Background: an optimization exercise with open tools, aiming at small area and a short achievable clock period. Do not read the settings as production practice. Only the layout flow was run in this run; the RTL was not checked for function there. Power and IR drop assume default switching activity.

$ cat design/flow/config.mk
export PLATFORM = sky130hd
export DESIGN_NAME = data_memory_ctrl
export DESIGN_NICKNAME = data_memory_ctrl
export VERILOG_FILES = /design/flow/design.v
export SDC_FILE = /design/flow/constraint.sdc
export NUM_CORES = 4
export LEC_CHECK = 0
export CAP_MARGIN = 20
export CORE_MARGIN = 2
export CORE_UTILIZATION = 40
export CTS_BUF_LIST = sky130_fd_sc_hd__clkbuf_8 sky130_fd_sc_hd__clkbuf_16
export CTS_CLUSTER_DIAMETER = 80
export CTS_CLUSTER_SIZE = 30
export SETUP_SLACK_MARGIN = 4.0
export SLEW_MARGIN = 20
export SYNTH_HIERARCHICAL = 1
$ cat design/flow/constraint.sdc
create_clock -name core_clock -period 7.0 [get_ports {clk}]
set_input_delay 1.4000 -clock core_clock [delete_from_list [all_inputs] [get_ports {clk}]]
set_output_delay 1.4000 -clock core_clock [all_outputs]
set_load 0.01 [all_outputs]
$ cat design/flow/design.v
module data_memory_ctrl #(
  parameter  int DATA_W = 16,
  parameter  int ADDR_W = 8,
  localparam int BE_W   = DATA_W / 8
) (
  input  logic              clk,
  input  logic              rst,
  input  logic              req_valid,
  output logic              req_ready,
  input  logic              req_write,
  input  logic [ADDR_W-1:0] req_addr,
  input  logic [DATA_W-1:0] req_wdata,
  input  logic [BE_W-1:0]   req_be,
  output logic              rsp_valid,
  output logic [DATA_W-1:0] rsp_rdata,
  output logic              init_done
);
  localparam int DEPTH = 2 ** ADDR_W;
  localparam int LO_W  = ADDR_W / 2;
  localparam int HI_W  = ADDR_W - LO_W;
  localparam int NLO   = 2 ** LO_W;
  localparam int NHI   = 2 ** HI_W;
  logic              ready_q;
  logic [ADDR_W-1:0] clr_cnt_q;
  logic              rsp_valid_q;
  logic [DATA_W-1:0] rsp_rdata_q, rsp_rdata_d;
  logic [2*NHI*DATA_W-1:0] half_all;  
  logic [NHI*DATA_W-1:0]   grp_n;     
  logic [4*DATA_W-1:0]     quad;      
  logic [2*DATA_W-1:0]     pair_nq;   
  always_ff @(posedge clk) begin
    if (rst) begin
      ready_q   <= 1'b0;
      clr_cnt_q <= '0;
    end else begin
      if (clr_cnt_q == ADDR_W'(DEPTH - 1)) ready_q <= 1'b1;
      clr_cnt_q <= clr_cnt_q + ADDR_W'(1);
    end
  end
  assign req_ready = ready_q;
  assign init_done = ready_q;
  logic [NLO-1:0]      rd_lo;    
  logic [NHI-1:0]      rd_hi;    
  logic [NLO-1:0]      clr_lo;   
  logic [NHI-1:0]      clr_hi;   
  logic [NHI*BE_W-1:0] wr_hi;    
  logic [BE_W-1:0]     wr_lane;
  logic [DATA_W-1:0]   wdata;
  assign wdata = ready_q ? req_wdata : '0;
  genvar h, l, i;
  generate
    for (i = 0; i < BE_W; i++) begin : g_lane
      assign wr_lane[i] = ready_q && req_valid && req_write && req_be[i];
    end
    for (l = 0; l < NLO; l++) begin : g_lo
      assign rd_lo[l]  = (req_addr[LO_W-1:0] == LO_W'(l));
      assign clr_lo[l] = (clr_cnt_q[LO_W-1:0] == LO_W'(l));
    end
    for (h = 0; h < NHI; h++) begin : g_hi
      assign rd_hi[h]  = (req_addr[ADDR_W-1:LO_W] == HI_W'(h));
      assign clr_hi[h] = !ready_q && (clr_cnt_q[ADDR_W-1:LO_W] == HI_W'(h));
      for (i = 0; i < BE_W; i++) begin : g_lane
        assign wr_hi[h*BE_W+i] = wr_lane[i] && rd_hi[h];
      end
    end
    for (h = 0; h < NHI; h++) begin : g_grp
      logic [NLO*DATA_W-1:0] mem_q;
      for (l = 0; l < NLO; l++) begin : g_word
        for (i = 0; i < BE_W; i++) begin : g_byte
          always_ff @(posedge clk) begin
            if ((wr_hi[h*BE_W+i] && rd_lo[l]) || (clr_hi[h] && clr_lo[l]))
              mem_q[l*DATA_W + 8*i +: 8] <= wdata[8*i +: 8];
          end
        end
      end
      for (l = 0; l < 2; l++) begin : g_half
        for (genvar b = 0; b < DATA_W; b++) begin : u_sel
          logic [7:0] d8;
          for (genvar k = 0; k < 8; k++) begin : g_k
            assign d8[k] = mem_q[(8*l+k)*DATA_W + b];
          end
          dmem_sel8 u_g (
            .s (rd_lo[8*l +: 8]),
            .d (d8),
            .o (half_all[(2*h+l)*DATA_W + b])
          );
        end
      end
      for (genvar b = 0; b < DATA_W; b++) begin : u_grp
        dmem_oai21 u_g (
          .a (half_all[(2*h)*DATA_W + b]),
          .b (half_all[(2*h+1)*DATA_W + b]),
          .s (rd_hi[h]),
          .o (grp_n[h*DATA_W + b])
        );
      end
    end
  endgenerate
  always_ff @(posedge clk) begin
    if (rst) rsp_valid_q <= 1'b0;
    else     rsp_valid_q <= req_valid && ready_q && !req_write;
  end
  generate
    for (h = 0; h < 4; h++) begin : g_quad
      for (genvar b = 0; b < DATA_W; b++) begin : u_nand
        dmem_nand4 u_g (
          .a (grp_n[(4*h+0)*DATA_W + b]),
          .b (grp_n[(4*h+1)*DATA_W + b]),
          .c (grp_n[(4*h+2)*DATA_W + b]),
          .d (grp_n[(4*h+3)*DATA_W + b]),
          .o (quad[h*DATA_W + b])
        );
      end
    end
    for (h = 0; h < 2; h++) begin : g_nor
      for (genvar b = 0; b < DATA_W; b++) begin : u_nor
        dmem_nor2 u_g (
          .a (quad[(2*h)*DATA_W + b]),
          .b (quad[(2*h+1)*DATA_W + b]),
          .o (pair_nq[h*DATA_W + b])
        );
      end
    end
  endgenerate
  for (genvar b = 0; b < DATA_W; b++) begin : u_rd_out
    dmem_nand2 u_g (
      .a (pair_nq[b]),
      .b (pair_nq[DATA_W + b]),
      .o (rsp_rdata_d[b])
    );
  end
  always_ff @(posedge clk) rsp_rdata_q <= rsp_rdata_d;
  assign rsp_rdata = rsp_rdata_q;
  assign rsp_valid = rsp_valid_q;
endmodule
module dmem_aoi22 (
  input  logic s0, a, s1, b,
  output logic o
);
  assign o = ~((a & s0) | (b & s1));
endmodule
module dmem_sel8 (
  input  logic [7:0] s, d,
  output logic       o
);
  assign o = |(s & d);
endmodule
module dmem_oai21 (
  input  logic a, b, s,
  output logic o
);
  assign o = ~((a | b) & s);
endmodule
module dmem_nand4 (
  input  logic a, b, c, d,
  output logic o
);
  assign o = ~(a & b & c & d);
endmodule
module dmem_nor2 (
  input  logic a, b,
  output logic o
);
  assign o = ~(a | b);
endmodule
module dmem_nand2 (
  input  logic a, b,
  output logic o
);
  assign o = ~(a & b);
endmodule
$ cat design/flow/run.sh
#!/bin/bash
# synth_recipe.tcl (not shown) runs the flow's synth.tcl, then flattens the netlist and writes it again
# the make line also repeats each setting of config.mk as NAME=value (left out here)
make -C /OpenROAD-flow-scripts/flow DESIGN_CONFIG=/design/flow/config.mk WORK_HOME=/design/flow/orfs CLKGATE_MAP_FILE= SYNTH_SCRIPT=/design/flow/synth_recipe.tcl finish
==> summary.md <==
| Metric | Value |
|---|---|
| CP Capture Type | register |
| DR vias | 91,500 |
| Logic gate share of total power | 0.044 |
| CTS tree | yes |
| CP Max Fanout | 88 |
| Finished layout cell area | 0.175 mm² |
| Post-synth top area share | 0.824 |
| Initial DRC count | approximately 16,000 |
| Clock net sink count | 4,122 |
| RSZ-0062 raised after global routing | true |
| WP data arrival | 4.22 ns |
| Clock Root Buffer | clkbuf_16 |
| Synthesized area per cell | 18.8 µm² |
| Total grt overflow | 0 |
| Final ANT Viol Nets | 0 |
| Max IR drop VDD | 0.000198 V |
| Number of synthesized flops with an enable pin | between 4,000 and 5,000 |
| Reg power frac | 0.655 |
| NetSw | 0.00874 W |
| Vias in the first global route | 85,800 |
| Initial antenna violation count | 36 |
| Final GP Congestion | 0.876 |
| Row cnt | 224 |
| Hold Buf Count CTS | 0 |
| Pin count of the biggest net entering global routing | 211 |
| Avg WL per Cell | ~38 µm |
| Final setup viols | 0 |
| Final Instance Count excl. Fillers | between 10,000 and 15,000 |
| Gate Count Post-Synth | 7,938 |
| Clock power share | 0.301 |
| CP max stage delay | just under 0.5 ns |
| Core box area | about 0.37 mm² |
| Clock slew at reported path FFs | 0.11 ns |
| Worst Max-Slew Pin Slew | 1.26 ns |
| Die Span X | 615 µm |
| P per Cell Area | ~230 mW/mm² |
| Top cells by area, synth | edfxtp_1, a22oi_1, nand4_1 |
| Slowest cell on crit path | nand4_1 |
| Synth area leader | edfxtp_1 |
| Largest delay share family, worst path | simple AND/OR/NAND/NOR gates |
| Fmax | 0.294 GHz |
| Worst hold path class | reg2reg |
| Synth Net Count | 7,972 |
| Lkg Pwr | 48.2 nW |
| Vias per cell | 6.73 |
| # DRC | 0 |
| Clk Latency, worst-skew pair | between 0.9 and 1 ns |
| FF-to-FF path depth | 5 |
| Wirelength, routed | 517,000 µm |
| Fin crit share | 0.486 |
| Slew Viols, Final | 0 |
| Chip height | 615 µm |
| Critical path type | in2reg |
| WHS Path Cells | 1 |
| Buf/Inv on CP | 4 |
| Dpl cell area | roughly 0.16 mm² |
| Stages on worst setup path | 11 |
| Maximum clock path buffer count | 4 |
| Placed Cells | 13,000 |
| Final nets | 8,568 |
| Max Clock Skew | 0.0622 ns |
| Most frequent cells in the layout | edfxtp_1, a22oi_1, nand4_1, o22ai_4, buf_4 |
| Sw Ratio | 0.214 |
| Most common cell after layout, fill and taps aside | edfxtp_1 |
| Status | timing/DRC/antenna clean |
| Fin crit period | 3.41 ns |
| Netlist cell types | 41 |
| Max_slew headroom | 0.158 |
| Max-cap violations | 0 |
| Length of the first detailed-routing pass in iterations | 6 |
| DPL Wire Length | 270,000 µm |
| First-pass GRT wire length | 692,000 µm |
| FF+latch count, synth | 4,122 |
| I/O pins | about 50 |
| Cell-internal power | around 0.032 W |
| Starting Density | 0.401 |
| H-Tree Depth | 4 |
| Prevailing post-synth register cell | edfxtp_1 |
| Tot GR Track Use | 0.259 |
| CTS Buf Count | 172 |
| Fin. Hold Viols | 0 |
| Netlist Area Pre-Place | 0.149 mm² |
| Worst-path cell chain | buf_16, nor4b_4, buf_12, buf_16, buf_12, a22oi_2, nand4_1, o21ai_2, nand4_1, nor2_2, nand2_1 |
| Die ar. | 0.378 mm² |
| Port Buffers | 48 |
| CP Launch Type | primary input |
| WP data required | 7.81 ns |
| Layout cells sized above 1 | 0.191 |
| Post-synth ARST share | 0 |
| Area Growth Syn to Fin | 17.3% |
| Sequential share of the synthesized area | 0.827 |
| Ys Warns | 7 |
## Yosys stat by module, one instance, submodules excluded
| module | times used | cells inside | area [µm²] |
|---|---|---|---|
| dmem_nor2 | 32 | 1 | 3.75 |
| dmem_nand4 | 64 | 1 | 6.26 |
| data_memory_ctrl | 1 | 5010 | 129000 |
| dmem_nand2 | 16 | 1 | 3.75 |
| dmem_oai21 | 256 | 1 | 5.00 |
| dmem_sel8 | 512 | 5 | 36.3 |
## logic make-up (layout without fill, tap and decap cells)
group / count (synthesis) / count (layout) / synth area share
xor gates and xnor gates: 3 / 3 / 0.000176
adders and majority gates: 4 / 4 / 0.000335
buffers and inverters: 212 / 877 / 0.00627
and+or+nand+nor: 774 / 780 / 0.0317
other: 0 / 23 / 0
DFF: 4122 / 4122 / 0.827
AOI/OAI and AO/OA: 2823 / 2823 / 0.134
## metal layers
layer / GRT usage / routed length (µm)
met1: 0.351 / 187000
met3: 0.0558 / 64500
met4: 0.126 / 29800
met2: 0.398 / 235000
met5: 0 / 76
## worst register-to-register path, cell delays in order, from the launching register on
cell	delay [ns]
dfxtp_1	0.41
inv_1	0.09
ha_1	0.28
nand3b_1	0.56
buf_6	0.91
o22ai_2	0.43
## through the flow
stage | setup WS (ns) | hold WS, ns | power (W) | setup TNS (ns) | util
2_1_floorplan | -2.61 | 0.456 | 0.0280 | -3543.52 | -
3_3_place_gp | 1.35 | 0.475 | 0.0287 | 0 | 0.424
3_5_place_dp | 1.35 | 0.495 | 0.0287 | 0 | 0.424
4_1_cts | 3.85 | 0.519 | 0.0408 | 0 | 0.464
5_1_grt | 3.77 | 0.561 | 0.0417 | 0 | 0.471
6_report | 3.59 | 0.519 | 0.0409 | 0 | 0.471
## registers in the layout, summed over array words and instances, names as in the netlist
name / cells
rsp_valid_q: 1
g_grp.mem_q: 4096
clr_cnt_q: 8
ready_q: 1
rsp_rdata_q: 16
## cell type report
type	instances	area (µm²)
flip-flops and latches	4122	124000
well taps	4972	6220
clock inverters	73	647
multi-input cells	3610	31500
fillers	30500	197000
inverters	19	124
diodes	23	57.6
clock buffers	176	4370
repair buffers	609	8530
## Yosys cell counts (2+ instances only)
cell / instances
nand4_1: 580
and4_1: 2
nor2b_1: 9
o21ai_0: 7
xnor2_1: 2
nor4b_4: 3
o22ai_2: 20
buf_4: 18
edfxtp_1: 4096
buf_2: 22
nand2_2: 28
inv_1: 19
ha_1: 4
o22ai_1: 488
and4bb_2: 5
a21oi_1: 3
nor2_1: 40
a22oi_1: 2048
nor3b_1: 2
buf_6: 6
o21ai_1: 256
clkbuf_1: 121
nand2_1: 58
buf_1: 26
nand3_1: 12
or3_1: 3
dfxtp_1: 26
nor3_1: 2
and4b_1: 4
and2_1: 17
## power groups by stage
stage          registers (W)  clock network [W]  logic, W
2_1_floorplan         0.0273                  0  0.000723
3_3_place_gp          0.0273                  0   0.00135
3_5_place_dp          0.0273                  0   0.00135
4_1_cts               0.0268             0.0123   0.00166
5_1_grt               0.0268             0.0131   0.00180
6_report              0.0268             0.0123   0.00178
## what timing repair did
| item | CTS | global route |
|---|---|---|
| pin swaps | 174 | 164 |
| resized for setup | 1232 | 218 |
| setup buffers | 167 | 80 |
| endpoints found under the hold margin | 0 | 0 |
| cloned | 57 | 19 |
| setup endpoints to repair | 4214 | 1293 |
## path summary, 6_finish.rpt
path | start | to | slack (ns)
worst max-delay path | req_addr[0] | rsp_rdata_q[4] | 3.59
worst min-delay path | clr_cnt_q[0] | clr_cnt_q[0] | 0.52
worst max register to register | clr_cnt_q[1] | g_grp[14].mem_q[158] | 3.91
worst min register to register | clr_cnt_q[0] | clr_cnt_q[0] | 0.52

[separate check: timing with driven ports]
No port has a modelled driver above. Below, the same layout with a new extraction and two added sets of constraints.
Step 1, drivers: a clkbuf_16 drives clk and a buf_2 each remaining input, both assumed.
Step 2 also shifts input and output timing later by t, the mid clock arrival at the registers, as if the neighbouring blocks saw the same clock.
Three values: no drivers, after step 1, after step 2; two values: the first two.
shift t [ns]: 1.019
setup slack, ns: 3.595 / 3.514 / 2.495
worst setup path at the end: input to register
worst data-port slew with drivers (ns): 0.29
After both steps this run still meets setup and hold. The setup slack of this run moves by -0.081 ns with the drivers and by -1.100 ns with both steps.
